What follows belongs to an exercise in optimizing a design on an open flow for small area and a short achievable clock period; a production flow would make more cautious choices.
At most, simulation tests tie the RTL to the original design; equivalence was not proved.
Power figures rest on the tool's default switching activity, not on a simulated workload.

job 2763:
==> module wave_sequencer, before the edit <==
module wave_sequencer
(
    input  logic                   clk,
    input  logic                   reset,
    input  logic                   run,
    input  logic [18:0]            instr,        
    output logic [8-1:0] fetch_sel,  
    output logic [8-1:0] level
);
    logic                   fetch;
    logic [8-1:0] sel;
    logic                   ramp;
    logic                   up, dn;
    logic                   isrect, isy;
    logic [1:0]             ph;
    logic [7:0]             cnt;
    logic [7:0]             ra, rb;
    logic [2:0] op;
    logic [7:0] ia, ib;
    assign op = instr[18:16];
    assign ia = instr[15:8];
    assign ib = instr[7:0];
    assign fetch_sel = sel;
    logic [7:0] lvl_inc, lvl_dec;
    assign lvl_inc = level + 8'd1;
    assign lvl_dec = level - 8'd1;
    logic f;
    assign f = fetch || (ramp && level == rb);
    logic       n_fetch;
    logic       n_ramp;
    logic       n_up, n_dn;
    logic [1:0] n_ph;
    logic [7:0] n_cnt;
    logic [7:0] n_level;
    logic       ia_z, ia_le1, ib_z;
    assign ia_z    = (ia == 8'd0);
    assign ia_le1  = (ia[7:1] == 7'd0);
    assign ib_z    = (ib == 8'd0);
    logic       last;
    logic [7:0] len;
    logic [7:0] cnt_inc;
    logic [1:0] nph;
    logic [7:0] nlen;
    logic       nlen_z;
    assign len     = ph[0] ? rb : ra;
    assign cnt_inc = cnt + 8'd1;
    assign last    = (cnt_inc == len) || (len == 8'd0);
    assign nph     = ph + 2'd1;
    assign nlen   = nph[0] ? rb : ra;
    assign nlen_z = (nlen == 8'd0);
    always_comb begin
        n_fetch = 1'b0;
        n_ramp  = 1'b0;
        n_up    = up;
        n_dn    = dn;
        n_ph    = ph;
        n_cnt   = cnt_inc;
        n_level = level;
        if (f) begin
            n_up  = 1'b0;
            n_dn  = 1'b0;
            n_ph  = 2'd0;
            n_cnt = {7'd0, !ia_le1};
            case (op)
                3'd4: begin                          
                    n_level = ia;
                    n_fetch = 1'b1;
                end
                3'd1: begin                          
                    n_level = ia;
                    n_ramp  = 1'b1;
                end
                3'd2: begin                          
                    if (!ia_z) n_level = lvl_inc;
                    n_fetch = ia_le1;
                    n_up    = 1'b1;
                end
                3'd3: begin                          
                    if (!ia_z) n_level = lvl_dec;
                    n_fetch = ia_le1;
                    n_dn    = 1'b1;
                end
                3'd5: begin                          
                    if (!ia_z) n_level = lvl_inc;
                    if (ia_le1) begin
                        n_ph  = 2'd1;                
                    end else begin
                        n_up  = 1'b1;
                    end
                end
                3'd6: begin                          
                    if (ia_le1) begin
                        n_ph  = 2'd1;                
                        n_up  = !ib_z;
                    end
                end
                default: n_fetch = 1'b1;             
            endcase
        end else if (ramp) begin
            n_ramp  = 1'b1;
            n_level = (rb > level) ? lvl_inc : lvl_dec;
        end else begin
            if (up) n_level = lvl_inc;
            if (dn) n_level = lvl_dec;
            if (last) begin
                if (!isrect || ph == 2'd3) begin
                    n_fetch = 1'b1;
                end else begin
                    n_ph  = nph;
                    n_cnt = '0;
                    n_up  = !nlen_z && isy && (nph == 2'd1);
                    n_dn  = !nlen_z && (isy ? (nph == 2'd3) : (nph == 2'd2));
                end
            end
        end
    end
    always_ff @(posedge clk) begin
        if (reset || !run) begin
            fetch <= 1'b1;
            sel   <= {{(8-1){1'b0}}, 1'b1};
            level <= '0;
        end else begin
            fetch <= n_fetch;
            level <= n_level;
            if (f) sel <= {sel[8-2:0], sel[8-1]};
        end
    end
    always_ff @(posedge clk) begin
        ramp <= n_ramp;
        up   <= n_up;
        dn   <= n_dn;
        ph   <= n_ph;
        cnt  <= n_cnt;
        if (f) begin
            ra     <= ia;
            rb     <= ib;
            isrect <= (op == 3'd5) || (op == 3'd6);
            isy    <= (op == 3'd6);
        end
    end
endmodule
clock: 7.0 ns
lec_check: 0
cap_margin: 20
core_margin: 2
core_utilization: 55
cts_cluster_diameter: 250
cts_cluster_size: 25
setup_slack_margin: 4.6
slew_margin: 20
tns_end_percent: 0
run.sh (not shown) runs the stock make flow with config.mk's settings and CLKGATE_MAP_FILE= SYNTH_SCRIPT=/design/flow/synth_recipe.tcl, a recipe that flattens the netlist after the stock synthesis.
Input changes introduced in job 2703 (baseline for comparison: job 2763):
-- flow/design.v --
<<< job 2763, line 126
    logic                   isrect, isy;
    logic [1:0]             ph;
    logic [7:0]             cnt;
    logic [7:0]             ra, rb;
    logic [2:0] op;
>>> job 2703, line 126
    logic                   isrect, isy;
    logic [1:0]             ph;
    logic [7:0]             rem;
    logic [7:0]             ra, rb;
    logic [2:0] op;
<<< job 2763, line 138
    assign lvl_dec = level - 8'd1;
    logic f;
    assign f = fetch || (ramp && level == rb);
    logic       n_fetch;
    logic       n_ramp;
    logic       n_up, n_dn;
    logic [1:0] n_ph;
    logic [7:0] n_cnt;
    logic [7:0] n_level;
    logic       ia_z, ia_le1, ib_z;
    assign ia_z    = (ia == 8'd0);
    assign ia_le1  = (ia[7:1] == 7'd0);
    assign ib_z    = (ib == 8'd0);
    logic       last;
    logic [7:0] len;
    logic [7:0] cnt_inc;
    logic [1:0] nph;
    logic [7:0] nlen;
    logic       nlen_z;
    assign len     = ph[0] ? rb : ra;
    assign cnt_inc = cnt + 8'd1;
    assign last    = (cnt_inc == len) || (len == 8'd0);
    assign nph     = ph + 2'd1;
    assign nlen   = nph[0] ? rb : ra;
    assign nlen_z = (nlen == 8'd0);
>>> job 2703, line 138
    assign lvl_dec = level - 8'd1;
    logic f;
    assign f = fetch;
    logic       r_up;
    logic [7:0] r_level;
    assign r_up    = (rb > level);
    assign r_level = r_up ? lvl_inc : lvl_dec;
    logic       n_fetch;
    logic       n_ramp;
    logic       n_up, n_dn;
    logic [1:0] n_ph;
    logic [7:0] n_rem;
    logic [7:0] n_level;
    logic       ia_z, ia_le1, ib_z;
    logic [7:0] ib_max1;
    assign ia_z    = (ia == 8'd0);
    assign ia_le1  = (ia[7:1] == 7'd0);
    assign ib_z    = (ib == 8'd0);
    assign ib_max1 = {ib[7:1], ib[0] | ib_z};
    logic       last;
    logic [1:0] nph;
    logic [7:0] nlen;
    logic       nlen_z;
    assign last   = (rem[7:2] == 6'd0) && (rem[1:0] == ((ph == 2'd0) ? 2'd2 : 2'd1));
    assign nph    = ph + 2'd1;
    assign nlen   = nph[0] ? rb : ra;
    assign nlen_z = (nlen == 8'd0);
<<< job 2763, line 167
        n_dn    = dn;
        n_ph    = ph;
        n_cnt   = cnt_inc;
        n_level = level;
        if (f) begin
>>> job 2703, line 169
        n_dn    = dn;
        n_ph    = ph;
        n_rem   = rem - 8'd1;
        n_level = level;
        if (f) begin
<<< job 2763, line 173
            n_dn  = 1'b0;
            n_ph  = 2'd0;
            n_cnt = {7'd0, !ia_le1};
            case (op)
                3'd4: begin                          
>>> job 2703, line 175
            n_dn  = 1'b0;
            n_ph  = 2'd0;
            n_rem = ia;
            case (op)
                3'd4: begin                          
<<< job 2763, line 181
                3'd1: begin                          
                    n_level = ia;
                    n_ramp  = 1'b1;
                end
>>> job 2703, line 183
                3'd1: begin                          
                    n_level = ia;
                    n_fetch = (ia == ib);            
                    n_ramp  = 1'b1;
                end
<<< job 2763, line 197
                    if (ia_le1) begin
                        n_ph  = 2'd1;                
                    end else begin
                        n_up  = 1'b1;
>>> job 2703, line 200
                    if (ia_le1) begin
                        n_ph  = 2'd1;                
                        n_rem = ib_max1;
                    end else begin
                        n_up  = 1'b1;
<<< job 2763, line 204
                    if (ia_le1) begin
                        n_ph  = 2'd1;                
                        n_up  = !ib_z;
                    end
>>> job 2703, line 208
                    if (ia_le1) begin
                        n_ph  = 2'd1;                
                        n_rem = ib_max1;
                        n_up  = !ib_z;
                    end
<<< job 2763, line 211
        end else if (ramp) begin
            n_ramp  = 1'b1;
            n_level = (rb > level) ? lvl_inc : lvl_dec;
        end else begin
            if (up) n_level = lvl_inc;
>>> job 2703, line 216
        end else if (ramp) begin
            n_ramp  = 1'b1;
            n_level = r_level;
            n_fetch = (r_level == rb);
        end else begin
            if (up) n_level = lvl_inc;
<<< job 2763, line 220
                end else begin
                    n_ph  = nph;
                    n_cnt = '0;
                    n_up  = !nlen_z && isy && (nph == 2'd1);
                    n_dn  = !nlen_z && (isy ? (nph == 2'd3) : (nph == 2'd2));
>>> job 2703, line 226
                end else begin
                    n_ph  = nph;
                    n_rem = {nlen[7:1], nlen[0] | nlen_z};
                    n_up  = !nlen_z && isy && (nph == 2'd1);
                    n_dn  = !nlen_z && (isy ? (nph == 2'd3) : (nph == 2'd2));
<<< job 2763, line 243
        dn   <= n_dn;
        ph   <= n_ph;
        cnt  <= n_cnt;
        if (f) begin
            ra     <= ia;
>>> job 2703, line 249
        dn   <= n_dn;
        ph   <= n_ph;
        rem  <= n_rem;
        if (f) begin
            ra     <= ia;
Results
- Relative to job 2763, clock buffer instance count of the final layout has decreased by 4 in job 2703.
- Job 2703: reg2reg setup slack 0.17 ns below job 2763
- Job 2763 → job 2703: non-clock buffer count moved down, setup slack went down by 0.081 ns.
- Re worst-case reg-to-reg path depth: job 2703 and job 2763 aren't equal, and the higher value belongs to job 2703.
- Summary — met1 track utilization from global routing, job 2703 relative to job 2763: higher, by 0.40 points.
- The lower leakage power summed over all cells of job 2703 and job 2763 is in job 2763.
- Looking only at highest clock frequency the design can meet, and setting everything else aside, the higher value of job 2703 and job 2763 goes to job 2763.
- In the metrics for job 2703 and job 2763, the one carrying the higher wire length of the first global-routing pass is job 2703.
- Power up 2.5% in job 2703 wrt job 2763
Function not checked in job 2703: the RTL went through the layout flow alone.

==> static timing again, ports no longer ideal <==
No port has a modelled driver above. Below, the same layouts with a new extraction and two added sets of constraints.
Step 1 assumes that a clkbuf_16 drives the clock port and a buf_2 every other input.
Step 2 times the ports against the registers' clock, not the clock port: input delays grow and output delays shrink by t, the midpoint of the rising clock arrivals with the driver on.
Slacks: ideal / step 1 / step 2; pairs: ideal / step 1.
run	t, ns	slack for setup (ns)	worst setup path at the end	worst slew at a driven data input, ns
job 2763	0.609	4.363 / 4.388 / 3.780	input to register	0.07
job 2703	0.617	4.282 / 4.262 / 3.747	input to register	0.04
After both steps every run listed still meets setup and hold. The setup slack of job 2763, which loses most, moves by +0.025 ns with the drivers and by -0.583 ns with both steps.
